This is an optimization exercise on Yosys and OpenROAD, whose aim is small area and few clock cycles per item, not a production implementation. Function was checked by simulation only, so behaviour that the tests miss may differ from the original.

== run Y ==
==> flow/design.v (excerpt) <==
module stereo_voice_volume_pan_law (
  input  logic        clk_i,
  input  logic        rst_ni,
  input  logic        in_valid_i,
  output logic        in_ready_o,
  input  logic [6:0]  in_voice_level_i,
  input  logic [6:0]  in_cmd_volume_i,
  input  logic [6:0]  in_cmd_pan_i,
  input  logic [6:0]  in_tone_volume_i,
  input  logic [6:0]  in_tone_pan_i,
  input  logic [6:0]  in_program_volume_i,
  output logic        out_valid_o,
  input  logic        out_ready_i,
  output logic [13:0] out_left_level_o,
  output logic [13:0] out_right_level_o,
  input  logic        cfg_we_i,
  input  logic [1:0]  cfg_idx_i,
  input  logic [6:0]  cfg_data_i
);
clock: 7.0 ns
lec_check: 0
cap_margin: 20
core_margin: 2
core_utilization: 40
slew_margin: 20
synth_hierarchical: 1
synth_minimum_keep_size: 0
run.sh (not shown) runs the stock make flow with config.mk's settings and CLKGATE_MAP_FILE= SYNTH_SCRIPT=/design/flow/synth_recipe.tcl, a recipe that flattens the netlist after the stock synthesis.
Testbench counts of run Y, summed over its fixed seeds: cycles 9,672, items 9,600.
Here is what was changed in the inputs of run K compared with run Y.
--- a/flow/design.v
+++ b/flow/design.v
@@ -1163,36 +1163,36 @@
   input  logic        out_ready_i,
   output logic [13:0] out_left_level_o,
   output logic [13:0] out_right_level_o,
   input  logic        cfg_we_i,
   input  logic [1:0]  cfg_idx_i,
   input  logic [6:0]  cfg_data_i
 );
   localparam logic [1:0]  CfgMono   = 2'd0;
   localparam logic [1:0]  CfgSfx    = 2'd1;
   localparam logic [1:0]  CfgMaster = 2'd2;
   localparam logic [13:0] FullGain  = 14'd16129;
-  logic [7:0] vld_q;       
+  logic [6:0] vld_q;       
   logic       adv;         
   logic       busy;        
   logic       dirty_q;     
   logic       take;
-  assign adv        = !vld_q[7] || out_ready_i;
+  assign adv        = !vld_q[6] || out_ready_i;
   assign busy       = |vld_q[6:0];
   assign in_ready_o = adv && (!dirty_q || !busy);
   assign take       = in_valid_i && in_ready_o;
   always_ff @(posedge clk_i or negedge rst_ni) begin
     if (!rst_ni) begin
       vld_q <= '0;
     end else if (adv) begin
-      vld_q <= {vld_q[6:0], take};
+      vld_q <= {vld_q[5:0], take};
     end
   end
   logic        mono_q;
   logic [13:0] sfx_sq_q, master_sq_q;     
   logic [13:0] sfx_use_q, master_use_q;   
   logic [13:0] cfg_sq;
   svv_sq7f u_cfg_sq (.a(cfg_data_i), .y(cfg_sq));
   always_ff @(posedge clk_i or negedge rst_ni) begin
     if (!rst_ni) begin
       mono_q       <= 1'b0;
       sfx_sq_q     <= FullGain;
@@ -1327,25 +1327,15 @@
   end
   logic [13:0] l6, r6;
   svv_mul_g u_m6l (.a(l_q6), .b(sfx_use_q), .y(l6));
   svv_mul_g u_m6r (.a(r_q6), .b(sfx_use_q), .y(r6));
   logic [13:0] l_q7, r_q7;
   always_ff @(posedge clk_i) begin
     if (adv) begin
       l_q7 <= l6;
       r_q7 <= r6;
     end
   end
-  logic [13:0] l7, r7;
-  svv_mul_g u_m7l (.a(l_q7), .b(master_use_q), .y(l7));
-  svv_mul_g u_m7r (.a(r_q7), .b(master_use_q), .y(r7));
-  logic [13:0] l_q8, r_q8;
-  always_ff @(posedge clk_i) begin
-    if (adv) begin
-      l_q8 <= l7;
-      r_q8 <= r7;
-    end
-  end
-  assign out_valid_o       = vld_q[7];
-  assign out_left_level_o  = l_q8;
-  assign out_right_level_o = r_q8;
+  svv_mul_g u_m7l (.a(l_q7), .b(master_use_q), .y(out_left_level_o));
+  svv_mul_g u_m7r (.a(r_q7), .b(master_use_q), .y(out_right_level_o));
+  assign out_valid_o = vld_q[6];
 endmodule
--- outcome ---
- Run Y finished all stages; the layout is clean.
- [run K] flow finished | final checks: failed | reasons: setup timing
- Looking at post-place setup slack across run K and run Y, the one that comes out lower is run K.
- Comparing run K and run Y, the higher endpoint arrival time on the critical path was measured on run Y.
- Measured against each other, run K and run Y differ in fraction of area in clock buffers and inverters, the lower figure coming from run K.
- Comparing run K with run Y, the global-route wire length before repair came out essentially unchanged.
- Compared with run Y, run K has less setup slack.
- Of the two values seen for source of the critical timing path, master_use_q[10]$_DFFE_PN1P_ was produced by run K and p2on_q3$_DFFE_PP_ by run Y.
- [compare] base=run Y new=run K: clock-pin slew of the registers on the worst-case setup and hold paths was more or less identical; critical path depth went down 1; final wirelength picked up an extra 1000 um.
- Summary — global-route usage, run K relative to run Y: higher, by 0.50 points.
- Flip-flop and latch count came out lower on run K than on run Y.
Testbench counts of run K, summed over its fixed seeds: cycles 9,664, items 9,600.

[what the ideal ports hide]
In the flow no input, the clock included, has a driving cell. The finished layouts below were timed again as built, in two steps. Step 1 (the two cells are an assumption about what drives the block):
set clk [get_ports {clk_i}]
set_driving_cell -lib_cell sky130_fd_sc_hd__clkbuf_16 $clk
set_driving_cell -lib_cell sky130_fd_sc_hd__buf_2 [delete_from_list [all_inputs] $clk]
Step 2 times the ports against the registers' clock, not the clock port: input delays grow and output delays shrink by t, the midpoint of the rising clock arrivals with the driver on. Slacks: no drivers / after step 1 / after step 2; pairs: no drivers / after step 1.
run | t (ns) | slack for setup (ns) | latest minus earliest clock arrival (ns) | slew at the worst register clock pin (ns) | worst data-port slew with drivers (ns)
run Y | 0.742 | 0.935 / 0.935 / 0.935 | 0.038 / 0.038 | 0.07 / 0.07 | 0.08
run K | 0.703 | -0.227 / -0.300 / 0.403 | 0.050 / 0.051 | 0.07 / 0.07 | 0.08
